What follows belongs to an exercise in optimizing a design on an open flow for small area and few clock cycles; a production flow would make more cautious choices. The RTL was checked by simulation tests, not by an equivalence proof against the original design. No activity file was given, so power comes from the tool's default toggle rates.

==> build 76: inputs <==
==> flow/design.v <==
`timescale 1ns / 1ps
package mte_pkg;
  localparam int POS_BITS = 32;
  localparam int MIN_LEN_BITS = 8;
  localparam logic [MIN_LEN_BITS-1:0] MIN_LEN_RESET = MIN_LEN_BITS'(32);
  localparam logic MODE_MATCH     = 1'b0;
  localparam logic MODE_BLOCK_END = 1'b1;
  typedef logic [POS_BITS-1:0] pos_t;
  typedef struct packed {
    logic        mode;
    logic [31:0] dest_pos;
    logic [31:0] src_pos;
    logic [31:0] match_len;
    logic [31:0] block_len;
  } item_t;
  typedef struct packed {
    logic        is_block_end;
    logic [31:0] literal_start;
    logic [31:0] literal_len;
    logic [31:0] src_offset;
    logic [31:0] kept_len;
    logic [31:0] block_unmatched;
    logic [31:0] block_matched;
    logic [31:0] block_overlap;
  } token_t;
  typedef struct packed {
    pos_t cursor;
    pos_t unmatched_count;
    pos_t matched_count;
    pos_t overlap_count;
  } state_t;
endpackage
`timescale 1ns / 1ps
module mte_add #(
  parameter int W  = 32,
  parameter int BK = 0
) (
  input  logic [W-1:0] a,
  input  logic [W-1:0] b,
  input  logic         ci,
  output logic [W-1:0] s,
  output logic         co
);
  localparam int N = W + 1;
  localparam int L = 6;   
  logic [N-1:0] p, g, cy;
  assign p = {a ^ b, 1'b0};
  assign g = {a & b, ci};
  always_comb begin
    logic [N-1:0] gx, px;
    gx = g;
    px = p;
    if (BK == 0) begin
      for (int l = 0; l < L; l++) begin
        for (int i = N - 1; i >= 0; i--) begin
          if ((i >> l) % 2 == 1) begin
            gx[i] = gx[i] | (px[i] & gx[((i >> l) << l) - 1]);
            px[i] = px[i] & px[((i >> l) << l) - 1];
          end
        end
      end
    end else begin
      for (int l = 0; l < L; l++) begin
        for (int i = N - 1; i >= 0; i--) begin
          if ((i + 1) % (2 << l) == 0) begin
            gx[i] = gx[i] | (px[i] & gx[i - (1 << l)]);
            px[i] = px[i] & px[i - (1 << l)];
          end
        end
      end
      for (int l = L - 2; l >= 0; l--) begin
        for (int i = N - 1; i >= 0; i--) begin
          if ((i + 1) % (2 << l) == (1 << l) && i >= (2 << l)) begin
            gx[i] = gx[i] | (px[i] & gx[i - (1 << l)]);
            px[i] = px[i] & px[i - (1 << l)];
          end
        end
      end
    end
    cy = gx;
  end
  assign s  = p[N-1:1] ^ cy[N-2:0];
  assign co = cy[N-1];
endmodule
module mte_step (
  input  mte_pkg::item_t                        item,
  input  mte_pkg::state_t                       state,
  input  logic [mte_pkg::MIN_LEN_BITS-1:0]      min_len,
  input  logic                                  take,
  output logic                                  emit,
  output mte_pkg::token_t                       token,
  output mte_pkg::state_t                       state_next
);
  logic        mode;
  logic [31:0] d, s, len, x, c;
  logic [31:0] t, lit, kb, kept, s_back, s_kept, unm, ov_op, m_sum, o_sum, e;
  logic        ahead, behind, kneg, e_co, keep, grow, add_m;
  logic [31:0] m_op;
  logic [7:0]  thr;
  assign mode = item.mode;
  assign d    = item.dest_pos;
  assign s    = item.src_pos;
  assign len  = item.match_len;
  assign c    = state.cursor;
  assign x    = mode ? item.block_len : d;
  mte_add #(32, 1) u_t (.a(x), .b(~c), .ci(1'b1), .s(t), .co(ahead));
  assign behind = !ahead;
  assign lit    = behind ? 32'd0 : t;
  logic [32:0] kf;
  logic        on_len;
  assign on_len = behind && !mode;
  mte_add #(33, 1) u_k (.a({1'b0, on_len ? len : state.unmatched_count}), .b({behind, t}),
                        .ci(1'b0), .s(kf), .co());
  assign kb   = kf[31:0];
  assign kneg = kf[32];
  assign thr    = min_len | {7'd0, behind && ~|min_len};
  assign keep   = !(behind && kneg) && ((|kept[31:8]) || (kept[7:0] >= thr));
  assign emit   = mode || keep;
  assign kept   = behind ? kb : len;
  mte_add #(32, 1) u_s (.a(s), .b(~t), .ci(1'b1), .s(s_back), .co());
  assign s_kept = behind ? s_back : s;
  assign unm = behind ? state.unmatched_count : kf[31:0];
  assign grow  = take && !mode;
  assign add_m = grow && keep;
  assign m_op  = add_m ? kept : 32'd0;
  mte_add #(32, 1) u_m (.a(state.matched_count), .b(m_op), .ci(1'b0), .s(m_sum), .co());
  assign ov_op = !grow ? 32'd0 : keep ? (behind ? ~t : 32'd0) : len;
  mte_add #(32, 1) u_o (.a(state.overlap_count), .b(ov_op), .ci(add_m && behind), .s(o_sum), .co());
  mte_add #(32, 1) u_e (.a(d), .b(len), .ci(1'b0), .s(e), .co(e_co));
  always_comb begin
    token                 = '0;
    token.is_block_end    = mode;
    token.literal_start   = c;
    token.literal_len     = lit;
    token.src_offset      = mode ? 32'd0 : s_kept;
    token.kept_len        = mode ? 32'd0 : kept;
    token.block_unmatched = mode ? unm : 32'd0;
    token.block_matched   = mode ? state.matched_count : 32'd0;
    token.block_overlap   = mode ? state.overlap_count : 32'd0;
    state_next               = state;
    state_next.overlap_count = o_sum;
    state_next.matched_count = m_sum;
    if (add_m) begin
      state_next.cursor          = e_co ? 32'hFFFF_FFFF : e;
      state_next.unmatched_count = unm;
    end
    if (take && mode) state_next = '0;
  end
endmodule
`timescale 1ns / 1ps
module match_token_emitter (
  input  logic                              clk,
  input  logic                              rst,
  input  logic                              item_valid,
  output logic                              item_ready,
  input  mte_pkg::item_t                    item,
  output logic                              token_valid,
  input  logic                              token_ready,
  output mte_pkg::token_t                   token,
  input  logic                              cfg_valid,
  output logic                              cfg_ready,
  input  logic [mte_pkg::MIN_LEN_BITS-1:0]  cfg_min_match_len
);
  logic [mte_pkg::MIN_LEN_BITS-1:0] min_len;
  mte_pkg::state_t                  state;
  mte_pkg::state_t                  state_next;
  logic                             emit;
  assign cfg_ready   = 1'b1;
  assign item_ready  = token_ready || !emit;
  assign token_valid = item_valid && token_ready && emit;
  always_ff @(posedge clk) begin
    if (rst) begin
      min_len <= mte_pkg::MIN_LEN_RESET;
    end else if (cfg_valid && cfg_ready) begin
      min_len <= cfg_min_match_len;
    end
  end
  mte_step u_step (
    .item       (item),
    .state      (state),
    .min_len    (min_len),
    .take       (item_valid && item_ready),
    .emit       (emit),
    .token      (token),
    .state_next (state_next)
  );
  always_ff @(posedge clk) begin
    if (rst) begin
      state <= '0;
    end else begin
      state <= state_next;
    end
  end
endmodule
==> flow/flow/run.sh <==
#!/bin/bash
# The standard layout, with two changes: the input and output port buffers
# are made from the smallest buffer cell (buf_1) instead of the cell
# buffer_ports picks itself, and synthesis leaves the adders to abc instead
# of mapping them onto the library's full- and half-adder cells first
# (ADDER_MAP_FILE empty). Registers come out of synthesis as in the standard
# flow. Each tool's full output goes to the log of its step under orfs/logs/,
# and make's own output to standard.log in this folder.
set -euo pipefail
bash standard.sh "BUFFER_PORTS_ARGS=-buffer_cell sky130_fd_sc_hd__buf_1" "ADDER_MAP_FILE=" finish > standard.log 2>&1
==> flow/standard.sh <==
#!/bin/bash
# synth_recipe.tcl (not shown) runs the flow's synth.tcl, then flattens the netlist and writes it again
# the make line also repeats each setting of config.mk as NAME=value (left out here)
make -C /OpenROAD-flow-scripts/flow DESIGN_CONFIG=/design/flow/config.mk WORK_HOME=/design/flow/orfs CLKGATE_MAP_FILE= SYNTH_SCRIPT=/design/flow/synth_recipe.tcl "${@:-finish}"
==> flow/config.mk <==
export PLATFORM = sky130hd
export DESIGN_NAME = match_token_emitter
export DESIGN_NICKNAME = match_token_emitter
export VERILOG_FILES = /design/flow/design.v
export SDC_FILE = /design/flow/constraint.sdc
export NUM_CORES = 4
export LEC_CHECK = 0
export ABC_AREA = 1
export CAP_MARGIN = 20
export CORE_MARGIN = 2
export CORE_UTILIZATION = 65
export SLEW_MARGIN = 20
==> flow/constraint.sdc <==
create_clock -name core_clock -period 10.0 [get_ports {clk}]
set_input_delay 2.0000 -clock core_clock [delete_from_list [all_inputs] [get_ports {clk}]]
set_output_delay 2.0000 -clock core_clock [all_outputs]
set_load 0.01 [all_outputs]
==> build 2 (differences from build 76) <==
--- a/flow/design.v
+++ b/flow/design.v
@@ -34,4 +34,3 @@
 module mte_add #(
-  parameter int W  = 32,
-  parameter int BK = 0
+  parameter int W = 32
 ) (
@@ -45,40 +44,23 @@
   localparam int L = 6;   
-  logic [N-1:0] p, g, cy;
+  logic [N-1:0] p, g;
+  logic [N-1:0] gg [0:L];
+  logic [N-1:0] pp [0:L];
   assign p = {a ^ b, 1'b0};
   assign g = {a & b, ci};
-  always_comb begin
-    logic [N-1:0] gx, px;
-    gx = g;
-    px = p;
-    if (BK == 0) begin
-      for (int l = 0; l < L; l++) begin
-        for (int i = N - 1; i >= 0; i--) begin
-          if ((i >> l) % 2 == 1) begin
-            gx[i] = gx[i] | (px[i] & gx[((i >> l) << l) - 1]);
-            px[i] = px[i] & px[((i >> l) << l) - 1];
-          end
-        end
-      end
-    end else begin
-      for (int l = 0; l < L; l++) begin
-        for (int i = N - 1; i >= 0; i--) begin
-          if ((i + 1) % (2 << l) == 0) begin
-            gx[i] = gx[i] | (px[i] & gx[i - (1 << l)]);
-            px[i] = px[i] & px[i - (1 << l)];
-          end
-        end
-      end
-      for (int l = L - 2; l >= 0; l--) begin
-        for (int i = N - 1; i >= 0; i--) begin
-          if ((i + 1) % (2 << l) == (1 << l) && i >= (2 << l)) begin
-            gx[i] = gx[i] | (px[i] & gx[i - (1 << l)]);
-            px[i] = px[i] & px[i - (1 << l)];
-          end
-        end
+  assign gg[0] = g;
+  assign pp[0] = p;
+  for (genvar l = 0; l < L; l++) begin : g_lvl
+    for (genvar i = 0; i < N; i++) begin : g_bit
+      if ((i >> l) % 2 == 1) begin : g_op
+        localparam int J = ((i >> l) << l) - 1;
+        assign gg[l+1][i] = gg[l][i] | (pp[l][i] & gg[l][J]);
+        assign pp[l+1][i] = pp[l][i] & pp[l][J];
+      end else begin : g_pass
+        assign gg[l+1][i] = gg[l][i];
+        assign pp[l+1][i] = pp[l][i];
       end
     end
-    cy = gx;
   end
-  assign s  = p[N-1:1] ^ cy[N-2:0];
-  assign co = cy[N-1];
+  assign s  = p[N-1:1] ^ gg[L][N-2:0];
+  assign co = gg[L][N-1];
 endmodule
@@ -88,3 +70,2 @@
   input  logic [mte_pkg::MIN_LEN_BITS-1:0]      min_len,
-  input  logic                                  take,
   output logic                                  emit,
@@ -96,4 +77,3 @@
   logic [31:0] t, lit, kb, kept, s_back, s_kept, unm, ov_op, m_sum, o_sum, e;
-  logic        ahead, behind, kneg, e_co, keep, grow, add_m;
-  logic [31:0] m_op;
+  logic        ahead, behind, kneg, e_co, keep, keep_b, keep_a;
   logic [7:0]  thr;
@@ -105,26 +85,24 @@
   assign x    = mode ? item.block_len : d;
-  mte_add #(32, 1) u_t (.a(x), .b(~c), .ci(1'b1), .s(t), .co(ahead));
+  mte_add #(32) u_t (.a(x), .b(~c), .ci(1'b1), .s(t), .co(ahead));
   assign behind = !ahead;
   assign lit    = behind ? 32'd0 : t;
-  logic [32:0] kf;
-  logic        on_len;
-  assign on_len = behind && !mode;
-  mte_add #(33, 1) u_k (.a({1'b0, on_len ? len : state.unmatched_count}), .b({behind, t}),
-                        .ci(1'b0), .s(kf), .co());
+  logic [32:0] ka, kc, kf;
+  assign ka = {1'b0, d} ^ {1'b0, len} ^ {1'b1, ~c};
+  assign kc = ({1'b0, d} & {1'b0, len}) | ({1'b0, d} & {1'b1, ~c}) | ({1'b0, len} & {1'b1, ~c});
+  mte_add #(33) u_k (.a(ka), .b({kc[31:0], 1'b1}), .ci(1'b0), .s(kf), .co());
   assign kb   = kf[31:0];
   assign kneg = kf[32];
-  assign thr    = min_len | {7'd0, behind && ~|min_len};
-  assign keep   = !(behind && kneg) && ((|kept[31:8]) || (kept[7:0] >= thr));
+  assign thr    = min_len | {7'd0, ~|min_len};
+  assign keep_b = !kneg && ((|kb[31:8]) || (kb[7:0] >= thr));
+  assign keep_a = (|len[31:8]) || (len[7:0] >= min_len);
+  assign keep   = behind ? keep_b : keep_a;
   assign emit   = mode || keep;
   assign kept   = behind ? kb : len;
-  mte_add #(32, 1) u_s (.a(s), .b(~t), .ci(1'b1), .s(s_back), .co());
+  mte_add #(32) u_s (.a(s), .b(~t), .ci(1'b1), .s(s_back), .co());
   assign s_kept = behind ? s_back : s;
-  assign unm = behind ? state.unmatched_count : kf[31:0];
-  assign grow  = take && !mode;
-  assign add_m = grow && keep;
-  assign m_op  = add_m ? kept : 32'd0;
-  mte_add #(32, 1) u_m (.a(state.matched_count), .b(m_op), .ci(1'b0), .s(m_sum), .co());
-  assign ov_op = !grow ? 32'd0 : keep ? (behind ? ~t : 32'd0) : len;
-  mte_add #(32, 1) u_o (.a(state.overlap_count), .b(ov_op), .ci(add_m && behind), .s(o_sum), .co());
-  mte_add #(32, 1) u_e (.a(d), .b(len), .ci(1'b0), .s(e), .co(e_co));
+  mte_add #(32) u_u (.a(state.unmatched_count), .b(lit), .ci(1'b0), .s(unm), .co());
+  mte_add #(32) u_m (.a(state.matched_count), .b(kept), .ci(1'b0), .s(m_sum), .co());
+  assign ov_op = keep ? (behind ? ~t : 32'd0) : len;
+  mte_add #(32) u_o (.a(state.overlap_count), .b(ov_op), .ci(keep && behind), .s(o_sum), .co());
+  mte_add #(32) u_e (.a(d), .b(len), .ci(1'b0), .s(e), .co(e_co));
   always_comb begin
@@ -139,10 +117,10 @@
     token.block_overlap   = mode ? state.overlap_count : 32'd0;
-    state_next               = state;
+    state_next = state;
     state_next.overlap_count = o_sum;
-    state_next.matched_count = m_sum;
-    if (add_m) begin
+    if (keep) begin
       state_next.cursor          = e_co ? 32'hFFFF_FFFF : e;
+      state_next.matched_count   = m_sum;
       state_next.unmatched_count = unm;
     end
-    if (take && mode) state_next = '0;
+    if (mode) state_next = '0;
   end
@@ -181,3 +159,2 @@
     .min_len    (min_len),
-    .take       (item_valid && item_ready),
     .emit       (emit),
@@ -189,3 +166,3 @@
       state <= '0;
-    end else begin
+    end else if (item_valid && item_ready) begin
       state <= state_next;
==> flow/flow/run.sh (replaced) <==
#!/bin/bash
# The standard layout, with the input and output port buffers made from the
# smallest buffer cell (buf_1) instead of the cell buffer_ports picks itself.
# Each tool's full output goes to the log of its step under orfs/logs/, and
# make's own output to standard.log in this folder.
set -euo pipefail
bash standard.sh "BUFFER_PORTS_ARGS=-buffer_cell sky130_fd_sc_hd__buf_1" finish > standard.log 2>&1
--- a/flow/config.mk
+++ b/flow/config.mk
@@ -10,3 +10,3 @@
 export CORE_MARGIN = 2
-export CORE_UTILIZATION = 65
+export CORE_UTILIZATION = 40
 export SLEW_MARGIN = 20
==> build 32 (differences from build 76) <==
==> flow/flow/run.sh (replaced) <==
#!/bin/bash
# The standard layout with three changes:
#  - synthesis leaves the adders to abc instead of mapping them onto the
#    library's full- and half-adder cells first (ADDER_MAP_FILE empty);
#  - after the standard synthesis, the combinational logic of its netlist is
#    mapped again by abc for area (flow/remap.abc); every register stays the
#    instance, name and cell the standard synthesis gave it;
#  - the input and output port buffers are made from the smallest buffer
#    cell (buf_1) instead of the cell buffer_ports picks itself.
# Logs in this folder: synth.log (make, synthesis), remap.log (yosys, the
# second mapping), remap_eq.log (yosys, its equivalence proof), standard.log
# (make, the rest); each ORFS step also keeps
# its tool's full output under orfs/logs/.
set -euo pipefail
W=$(pwd)
R=$W/orfs/results/sky130hd/match_token_emitter/base
PLAT=$FLOW_HOME/platforms/sky130hd
LIB=$PLAT/lib/sky130_fd_sc_hd__tt_025C_1v80.lib
YOSYS=$(command -v yosys || echo "$FLOW_HOME/../tools/install/yosys/bin/yosys")
ARGS=("BUFFER_PORTS_ARGS=-buffer_cell sky130_fd_sc_hd__buf_1" "ADDER_MAP_FILE=")

bash standard.sh "${ARGS[@]}" synth > synth.log 2>&1

# the platform's don't-use cells, as the standard synthesis hands them to abc
DONT_USE=$(awk '/DONT_USE_CELLS \+=/{f=1} f{print} f&&!/\\$/{exit}' "$PLAT/config.mk" \
  | grep -o 'sky130_fd_sc_hd__[a-z0-9_]*' | sed 's/^/-dont_use /' | tr '\n' ' ')
cp "$R/1_2_yosys.v" "$R/1_2_yosys_standard.v"
cat > remap.ys <<EOT
read_liberty -ignore_miss_func $LIB
read_verilog $R/1_2_yosys_standard.v
hierarchy -check -top $FLOW_TOP
setattr -mod -set keep_hierarchy 1 sky130_fd_sc_hd__dfxtp_1
flatten
opt_clean -purge
abc -script $W/flow/remap.abc -liberty $LIB $DONT_USE
opt_clean -purge
hilomap -singleton -hicell sky130_fd_sc_hd__conb_1 HI -locell sky130_fd_sc_hd__conb_1 LO
splitnets
opt_clean -purge
read_liberty -lib -overwrite $LIB
hierarchy -check -top $FLOW_TOP
check -assert
stat -liberty $LIB
select $FLOW_TOP
write_verilog -noattr -noexpr -selected $R/1_2_yosys_remap.v
EOT
# the second mapping is kept only if it is proven to do what the standard
# netlist does, register for register
cat > remap_eq.ys <<EOT
read_liberty -ignore_miss_func $LIB
read_verilog $R/1_2_yosys_standard.v
rename $FLOW_TOP gold
read_verilog $R/1_2_yosys_remap.v
rename $FLOW_TOP gate
flatten gold gate
rename -hide gold/w:_* gate/w:_*
opt_clean -purge
equiv_make gold gate eq
hierarchy -top eq
equiv_simple
equiv_induct -seq 1
equiv_status -assert
EOT
if "$YOSYS" -s remap.ys > remap.log 2>&1 && "$YOSYS" -s remap_eq.ys > remap_eq.log 2>&1; then
  cp "$R/1_2_yosys_remap.v" "$R/1_2_yosys.v"
  rm -f "$R/1_synth.odb" "$R/1_synth.sdc"
fi

bash standard.sh "${ARGS[@]}" finish > standard.log 2>&1
==> flow/flow/remap.abc (new file) <==
strash
&get -n
&st
&dch
&nf -R 1000
&put
topo
stime -c
buffer -c
upsize -c -D 6000
dnsize -c -D 6000
==> comparison <==
Build 2 finished with timing, DRC and antenna clean. Build 32 ended with an error in global routing (5_1_grt). Build 76 finished clean. Between build 2 and build 76, the lower power is in build 76 (gap 9.0%, measured against build 76). In build 2 the die area is higher than in build 76, by 83%. Against build 2, the worst setup slack of build 76 is worse by 0.046 ns. Against build 76, the combinational power of build 2 is larger by about 16%. Sequential power is about the same in build 2 and build 76. Maximum frequency: build 76 is lower than build 2 (0.48%). Against build 76, the non-clock buffer count of build 2 is higher by 19. The highest synthesized cell count belongs to build 76, the lowest to build 32. Final cell count: build 76 is smaller than build 2 (about 2.5%). Against build 76, the via count of build 2 is smaller by about 7%. Of build 76 and build 2, build 2 has the higher synthesized area (gap about 12%, measured against build 2).
==> figures <==
Result of the run: build 76 no timing/DRC/antenna violations; build 2 no timing/DRC/antenna violations; build 32 aborted with a tool error
Last stage reached: build 76 -; build 2 -; build 32 global routing (5_1_grt)
Die span in y: build 76 163 um; build 2 220 um; build 32 153 um
Total via count after detailed routing: build 76 21,551; build 2 20,033; build 32 -
VDD IR-drop max: build 76 0.118 mV; build 2 0.127 mV; build 32 -
Synthesized instance count: build 76 3,175; build 2 2,969; build 32 2,045
Critical path endpoint category: build 76 output pin; build 2 output pin; build 32 -
# Max-Cap Violations: build 76 0; build 2 0; build 32 -
Flip-flop and latch count after synthesis: build 76 136; build 2 136; build 32 -
Critical Path Most Common Cell: build 76 nand2_1; build 2 nand2_1; build 32 -
Startpoint of the most critical setup path: build 76 item[128]; build 2 item[128]; build 32 -
Power, Total: build 76 0.00277 W; build 2 0.00302 W; build 32 -
WP data required: build 76 8.00 ns; build 2 8.00 ns; build 32 -
Sequential share of cell area: build 76 14.8%; build 2 12.9%; build 32 -
Final setup violating endpoints: build 76 0; build 2 0; build 32 -
Total of cells resized after clock tree synthesis: build 76 0; build 2 0; build 32 48
Buffer share of cell area: build 76 8.80%; build 2 8.38%; build 32 -
DRT iter0 DRCs: build 76 2,421; build 2 1,393; build 32 -
Count of antenna-violating nets left after detailed routing: build 76 0; build 2 0; build 32 -
Endpoint of the worst setup timing path: build 76 item_ready; build 2 token[95]; build 32 -
Count of multi-input gates: build 76 2,380; build 2 2,206; build 32 -
Dpl cells: build 76 3,759; build 2 3,848; build 32 3,056
Most common cell after layout, fill and taps aside: build 76 nand2_1; build 2 nand2_1; build 32 -
Mean instance size in the synthesized netlist: build 76 5.17 sq um; build 2 6.29 sq um; build 32 7.06 sq um
Testbench counts of build 76, summed over its fixed seeds: cycles 24,000.
Testbench counts of build 2, summed over its fixed seeds: cycles 24,000.
Testbench counts of build 32, summed over its fixed seeds: cycles 24,000.

-- afterwards: timing with drivers on the ports --
How much do the figures lean on ideal ports? The routed layouts below were timed once more, with nothing changed but the port constraints.
Step 1, drivers: a clkbuf_16 drives clk and a buf_2 each remaining input, both assumed.
Step 2, shift: input delay + t, output delay - t, t = (earliest + latest rising clock arrival at the registers) / 2. This alone moves slack from input paths to output paths.
a / b / c = ideal / step 1 / step 2; a / b = the first two.
run | shift t [ns] | slack for setup (ns) | hold slack, ns | worst setup path at the end | slew at the worst register clock pin (ns)
build 76 | 0.494 | 0.515 / 0.491 / 0.293 | 0.486 / 0.486 / 0.486 | input to register | 0.08 / 0.08
build 2 | 0.555 | 0.560 / 0.521 / 0.521 | 0.473 / 0.473 / 0.473 | input to output | 0.07 / 0.07
After both steps setup and hold are still met in every run listed. For build 76, which loses most, drivers alone change the setup slack by -0.024 ns; drivers and shift together by -0.222 ns.
